This design comes from an exercise in tuning for small area and a short achievable clock period on the open sky130 flow, not from production work.
Function was checked by simulation only, so behaviour that the tests miss may differ from the original.
Power figures rest on the tool's default switching activity, not on a simulated workload.

job 4823:
## alu_top
module alu_top (
    input  logic        clk,
    input  logic        rst,
    input  logic        valid_instruction,
    input  logic [5:0]  opcode,
    input  logic [31:0] operand_a,
    input  logic [31:0] operand_b,
    input  logic        use_immediate,
    input  logic [31:0] immediate_value,
    output logic        resp_valid,
    output logic [31:0] resp_result,
    output logic        resp_carry,
    output logic        resp_overflow,
    output logic        resp_zero,
    output logic        resp_negative
);
Size in the first run: roughly 1100 cells after synthesis, ~110 flip-flops, roughly 140 I/O pins, ~0.0096 mm2 of cells after synthesis.
export LEC_CHECK = 0
export ABC_CLOCK_PERIOD_IN_PS = 2500
export CAP_MARGIN = 20
export CORE_MARGIN = 2
export CORE_UTILIZATION = 60
export CTS_BUF_LIST = sky130_fd_sc_hd__clkbuf_8
export SETUP_SLACK_MARGIN = 3.5
export SLEW_MARGIN = 20
create_clock -name core_clock -period 6.0 [get_ports {clk}]
standard.sh (not shown) runs the stock make flow with config.mk's settings and CLKGATE_MAP_FILE= SYNTH_SCRIPT=/design/flow/synth_recipe.tcl, a recipe that flattens the netlist after the stock synthesis.
==> flow/flow/run.sh <==
#!/bin/bash
# Own layout flow: the standard ORFS flow (standard.sh, standard synthesis
# unchanged), with the I/O port buffers inserted as buf_1 cells instead of the
# cell buffer_ports picks by default. The resizer still upsizes them as needed.
set -euo pipefail
export BUFFER_PORTS_ARGS="-buffer_cell sky130_fd_sc_hd__buf_1"
bash standard.sh finish > flow_make.log 2>&1
Changes in job 4926 relative to job 4823:
Settings: ABC_CLOCK_PERIOD_IN_PS: 2500 -> 3000; SETUP_SLACK_MARGIN: 3.5 -> 3.0.
Findings:
Job 4926 finished all stages; the layout is clean. In job 4926, the maximum achievable frequency came out 2.8% below the value in job 4823. On number of cells after detailed placement, job 4823 and job 4926 are neck and neck. The wire length of the first global-routing pass of job 4926 is lower than that of job 4823.
Edits applied to the flow inputs when going from job 4926 to job 7590:
Settings: a change of CORE_UTILIZATION from 60 to 40; a deleted ABC_CLOCK_PERIOD_IN_PS that had been 3000; a deleted SETUP_SLACK_MARGIN that had been 3.0; a deleted CTS_BUF_LIST that had been sky130_fd_sc_hd__clkbuf_8.
==> flow/run.sh (new file) <==
#!/bin/bash
# synth_recipe.tcl (not shown) runs the flow's synth.tcl, then flattens the netlist and writes it again
# the make line also repeats each setting of config.mk as NAME=value (left out here)
make -C /OpenROAD-flow-scripts/flow DESIGN_CONFIG=/design/flow/config.mk WORK_HOME=/design/flow/orfs CLKGATE_MAP_FILE= SYNTH_SCRIPT=/design/flow/synth_recipe.tcl finish
removed: flow/flow/run.sh
removed: flow/standard.sh
Results
Job 7590 completed every stage of the flow, and the final layout passed the timing, DRC and antenna checks.
Job 4926 completed; timing, DRC and antenna clean
Job 7590 ended up with u_core.u_operand_stage.g_q[3] as its worst setup path startpoint; job 4926 ended up with u_core.u_operand_stage.p_q[15].
Taking job 4926 as the reference, in job 7590 average via count per standard cell now smaller; flip-flop and latch count after synthesis held steady.
Of the two values seen for highest-utilization routing layer at the global route stage, met2 was produced by job 4926 and met1 by job 7590.
The standard cells in job 7590 occupy more silicon area than those in job 4926 do.
Measured against job 4926, the buffer count excluding the clock tree in the final layout of job 7590 comes out at 0.903 times the reference value.
From job 4926 to job 7590 the numbers moved as follows: setup slack fell 0.94 ns, synthesized-area fraction occupied by ao, oa, aoi and oai cells about even, power after layout rose 5.0%, number of global-route vias before repair fell 1.3%, count of inserted tapcells rose about 50%.
Job 4926 vs job 7590, critical-path cell with the highest stage delay: a211oi_1 vs dfxtp_2
## Diff of input files: job 3382 against job 7590
Settings: putting ABC_AREA at 1 where nothing was set.
Findings:
- Job 3382: final critical-path setup slack 0.38 ns above job 7590
- Per the comparison of job 3382 with job 7590, number of buffers inserted for hold repair after clock tree synthesis ~0 delta, synthesized netlist net count +535.

alu_top, a different RTL version from the one above (not shown whole).
For scale: roughly 1,000 cells after synthesis, ~120 flip-flops, about 140 I/O pins, about 8800 um2 of cells after synthesis.
Settings: LEC_CHECK=0, CAP_MARGIN=20, CORE_MARGIN=2, CORE_UTILIZATION=50, CTS_BUF_LIST=sky130_fd_sc_hd__clkbuf_8, SETUP_SLACK_MARGIN=3.2, SLEW_MARGIN=20, TNS_END_PERCENT=100; clock period 6.0 ns.
==> flow/flow/run.sh <==
#!/bin/bash
# Own layout flow: the standard ORFS flow (standard.sh, standard synthesis
# unchanged), with the I/O port buffers inserted as buf_1 cells instead of the
# cell buffer_ports picks by default. The resizer still upsizes them as needed.
set -euo pipefail
export BUFFER_PORTS_ARGS="-buffer_cell sky130_fd_sc_hd__buf_1"
bash standard.sh finish > flow_make.log 2>&1
The baseline finished with timing, DRC and antenna clean.
Then changed:
==> flow/flow/run.sh (replaced) <==
#!/bin/bash
# Own layout flow: the standard ORFS flow (standard.sh, standard synthesis
# unchanged) with two sizing changes: the I/O port buffers are inserted as
# buf_1 cells instead of the cell buffer_ports picks by default, and the
# resizer may swap cells across footprints (MATCH_CELL_FOOTPRINT=0), so those
# buffers and the logic can be upsized where timing needs it.
set -euo pipefail
export BUFFER_PORTS_ARGS="-buffer_cell sky130_fd_sc_hd__buf_1"
bash standard.sh MATCH_CELL_FOOTPRINT=0 finish > flow_make.log 2>&1
--- a/flow/config.mk
+++ b/flow/config.mk
@@ -10 +10 @@
-export CORE_UTILIZATION = 50
+export CORE_UTILIZATION = 65
@@ -11,0 +12 @@
+export PLACE_DENSITY = 0.75
What happened: The new run went through all stages and came out clean. Global-route usage climbs by 8.6 points. Setup slack is better by 29 ps. Cell count goes down by 4.0%. Power is higher by about 0.6%. Via count rises by 3.7%. Clock skew climbs by 3.2 ps. Non-clock buffer count drops by 8. Core utilization goes up by 16 points. Wire length shrinks by 2.1%. Combinational power decreases by 3.1%. Flip-flop and latch count does not change.
Then changed:
--- a/flow/config.mk
+++ b/flow/config.mk
@@ -10 +10 @@
-export CORE_UTILIZATION = 65
+export CORE_UTILIZATION = 70
@@ -12 +12 @@
-export PLACE_DENSITY = 0.75
+export PLACE_DENSITY = 0.8
After rerunning:
- cell count went down by 0.54%
- hold slack loses 3.7 ps
- setup slack loses 310 ps
- total power is higher by 2.9%

[port drivers added, routing unchanged]
The flow's constraints put no driver on any port. The routed layouts listed below were extracted and timed again, unchanged, in two steps. Step 1 sets driving cells, clkbuf_16 on the clock port and buf_2 on the other inputs (assumed; they add their load-dependent delay and slew). Step 2 moves the port delays by t, midway between the first and last clock arrival at a register: inputs arrive t later, outputs are due t later. That takes back most of the time a late clock gives input paths. a / b / c = no drivers / after step 1 / after step 2; a / b = the first two.
run | t, ns | setup WS [ns] | worst hold slack (ns)
job 4823 | 0.502 | 3.025 / 3.025 / 2.998 | 0.356 / 0.356 / 0.356
job 4926 | 0.487 | 2.938 / 2.938 / 2.702 | 0.363 / 0.363 / 0.363
job 7590 | 0.474 | 1.999 / 1.999 / 1.999 | 0.349 / 0.349 / 0.349
job 3382 | 0.481 | 2.383 / 2.332 / 2.047 | 0.349 / 0.349 / 0.349
the first run of note 2 | 0.489 | 3.144 / 3.104 / 2.886 | 0.356 / 0.356 / 0.356
the second run of note 2 | 0.494 | 3.173 / 3.134 / 2.818 | 0.363 / 0.363 / 0.363
the third run of note 2 | 0.500 | 2.862 / 2.821 / 2.814 | 0.360 / 0.360 / 0.360
After both steps every run listed still meets setup and hold. The setup slack of the second run of note 2, which loses most, moves by -0.039 ns with the drivers and by -0.355 ns with both steps.
